From an optimization exercise on the open Yosys and OpenROAD flow, aimed at small area; shortcuts taken in it are not production practice. Only simulation tests tie the RTL to the original design; equivalence was not proved.

## run 1
==> flow/design.v <==
`timescale 1ns/1ps
package data_mem_pkg;
  localparam int DATA_W = 8;
  localparam int ADDR_W = 8;
  typedef logic [DATA_W-1:0] word_t;
endpackage
`timescale 1ns/1ps
module data_mem_wbit (
  input  logic s,
  input  logic d,
  input  logic h,
  input  logic q,
  output logic y
);
  assign y = (s & d) | (h & q);
endmodule
module data_mem_rd3 (
  input  logic s0, q0,
  input  logic s1, q1,
  input  logic s2, q2,
  output logic y_n
);
  assign y_n = ~((s0 & q0) | (s1 & q1) | (s2 & q2));
endmodule
module data_mem
#(
  parameter int W = data_mem_pkg::DATA_W,
  parameter int A = data_mem_pkg::ADDR_W
)
(
  input  logic         clk,
  input  logic         reset,
  input  logic [A-1:0] DataAddress,
  input  logic         ReadMem,
  input  logic         WriteMem,
  input  logic [W-1:0] DataIn,
  output logic [W-1:0] DataOut
);
  localparam int N  = 2**A;
  localparam int AH = A / 2;
  localparam int AL = A - AH;
  localparam int NR = 2**AH;
  localparam int NC = 2**AL;
  localparam int NG = N / 3;
  logic valid;
  always @(posedge clk or negedge reset) begin
    if (!reset) valid <= 1'b0;
    else        valid <= 1'b1;
  end
  logic [NR-1:0] row_n, rowv_n;
  logic [NC-1:0] col_n, colw_n;
  for (genvar j = 0; j < NR; j++) begin : g_row
    assign row_n[j]  = (DataAddress[A-1:AL] != j);
    assign rowv_n[j] = valid & row_n[j];
  end
  for (genvar k = 0; k < NC; k++) begin : g_col
    assign col_n[k]  = (DataAddress[AL-1:0] != k);
    assign colw_n[k] = valid & (col_n[k] | ~WriteMem);
  end
  logic [W-1:0] din_w;
  assign din_w = DataIn & {W{WriteMem}};
  logic [N-1:0]   sel;
  logic [N*W-1:0] mem_core;
  for (genvar i = 0; i < N; i++) begin : g_word
    logic         hold;
    logic [W-1:0] nxt;
    assign sel[i] = ~(row_n[i / NC] | col_n[i % NC]);
    assign hold   = rowv_n[i / NC] | colw_n[i % NC];
    for (genvar b = 0; b < W; b++) begin : g_bit
      data_mem_wbit u_w (
        .s (sel[i]), .d (din_w[b]), .h (hold), .q (mem_core[i*W+b]),
        .y (nxt[b])
      );
    end
    always @(posedge clk) mem_core[i*W +: W] <= nxt;
  end
  logic [NG*W-1:0] grp_n;
  for (genvar g = 0; g < NG; g++) begin : g_grp
    for (genvar b = 0; b < W; b++) begin : g_bit
      data_mem_rd3 u_r (
        .s0 (sel[3*g]),   .q0 (mem_core[(3*g)*W+b]),
        .s1 (sel[3*g+1]), .q1 (mem_core[(3*g+1)*W+b]),
        .s2 (sel[3*g+2]), .q2 (mem_core[(3*g+2)*W+b]),
        .y_n (grp_n[g*W+b])
      );
    end
  end
  logic [W-1:0] rd;
  always_comb begin
    rd = '0;
    for (int m = 0; m < NG; m++) rd = rd | ~grp_n[m*W +: W];
    for (int m = 3*NG; m < N; m++) rd = rd | (mem_core[m*W +: W] & {W{sel[m]}});
  end
  assign DataOut = (ReadMem && valid) ? rd : '0;
endmodule
clock: 14.0 ns
lec_check: 0
cap_margin: 20
core_margin: 2
core_utilization: 50
cts_buf_list: sky130_fd_sc_hd__clkbuf_8
cts_cluster_diameter: 100
cts_cluster_size: 15
slew_margin: 20
synth_hierarchical: 1
run.sh (not shown) runs the stock make flow with config.mk's settings and CLKGATE_MAP_FILE= SYNTH_SCRIPT=/design/flow/synth_recipe.tcl, a recipe that flattens the netlist after the stock synthesis.
## Diff of input files: run 2 against run 1
Settings: swapping 50 for 70 in CORE_UTILIZATION; swapping 15 for 18 in CTS_CLUSTER_SIZE.
==> flow/flow/run.sh (new file) <==
#!/bin/bash
# Layout flow: the standard flow (standard.sh, which runs the standard
# synthesis and the ORFS steps through finish) with two changes to how the
# layout is built:
#  - clock tree synthesis without dummy loads (clkbuf_8 buffers, clusters of
#    at most 18 sinks, as config.mk asks);
#  - the input/output port buffers use buf_1.
# make's output goes to standard.log; ORFS keeps each step's log under
# orfs/logs/.
set -euo pipefail
export CTS_ARGS="-sink_clustering_enable -repair_clock_nets -dont_use_dummy_load -buf_list sky130_fd_sc_hd__clkbuf_8 -sink_clustering_size 18 -sink_clustering_max_diameter 100"
export BUFFER_PORTS_ARGS="-buffer_cell sky130_fd_sc_hd__buf_1"
bash standard.sh > standard.log 2>&1
==> flow/standard.sh (new file) <==
#!/bin/bash
# synth_recipe.tcl (not shown) runs the flow's synth.tcl, then flattens the netlist and writes it again
# the make line also repeats each setting of config.mk as NAME=value (left out here)
make -C /OpenROAD-flow-scripts/flow DESIGN_CONFIG=/design/flow/config.mk WORK_HOME=/design/flow/orfs CLKGATE_MAP_FILE= SYNTH_SCRIPT=/design/flow/synth_recipe.tcl "${@:-finish}"
removed: flow/run.sh
Findings:
- Run 2: no failed stages, no open violations at the end
- Run 1 → run 2: final standard cell area without fillers went down by about 2.2%; number of placed instances with taps included went down by about 8%; wire length went down by 21000 um; area after synthesis was more or less identical; final cycle utilization of the critical path went down by 3.5 points.
- From run 1 to run 2 the numbers moved as follows: depth of the most critical reg-to-reg path has decreased; total routed wire length on the met1 layer has decreased.
- Global-route wire length before repair (higher): run 1
### run 2 -> run 3
Settings: CTS_CLUSTER_SIZE changed from 18 to 15.
==> flow/run.sh (new file) <==
#!/bin/bash
# synth_recipe.tcl (not shown) runs the flow's synth.tcl, then flattens the netlist and writes it again
# the make line also repeats each setting of config.mk as NAME=value (left out here)
make -C /OpenROAD-flow-scripts/flow DESIGN_CONFIG=/design/flow/config.mk WORK_HOME=/design/flow/orfs CLKGATE_MAP_FILE= SYNTH_SCRIPT=/design/flow/synth_recipe.tcl finish
removed: flow/flow/run.sh
removed: flow/standard.sh
### Flow results
- Row maximum number of pins on one net before global-route repair: run 3 higher / run 2 lower
- For run 3, the timing startpoint of the critical path was DataAddress[0], unlike run 2, where it was DataAddress[2].
- Wire length of the first global-routing pass (run 3 over run 2): increase, about 0.4%
- Relative to run 2, routed wire length on met2 has increased by 1.3% in run 3.

-- what the ideal ports hide --
How much do the figures lean on ideal ports? The routed layouts below were timed once more, with nothing changed but the port constraints.
Step 1 (the two cells are an assumption about what drives the block):
set clk [get_ports {clk}]
set_driving_cell -lib_cell sky130_fd_sc_hd__clkbuf_16 $clk
set_driving_cell -lib_cell sky130_fd_sc_hd__buf_2 [delete_from_list [all_inputs] $clk]
Step 2, shift: input delay + t, output delay - t, t = (earliest + latest rising clock arrival at the registers) / 2. This alone moves slack from input paths to output paths.
Three values: ideal ports, drivers, drivers and shift; two values: the first two.
| run | shift t [ns] | slack for setup (ns) | latest minus earliest clock arrival (ns) |
|---|---|---|---|
| run 1 | 1.023 | 2.772 / 2.745 / 2.745 | 0.035 / 0.035 |
| run 2 | 0.967 | 3.255 / 3.184 / 3.184 | 0.048 / 0.048 |
| run 3 | 0.950 | 2.418 / 2.340 / 2.340 | 0.056 / 0.056 |
After both steps setup and hold are still met in every run listed. The setup slack of run 3, which loses most, moves by -0.078 ns with the drivers and by -0.078 ns with both steps.
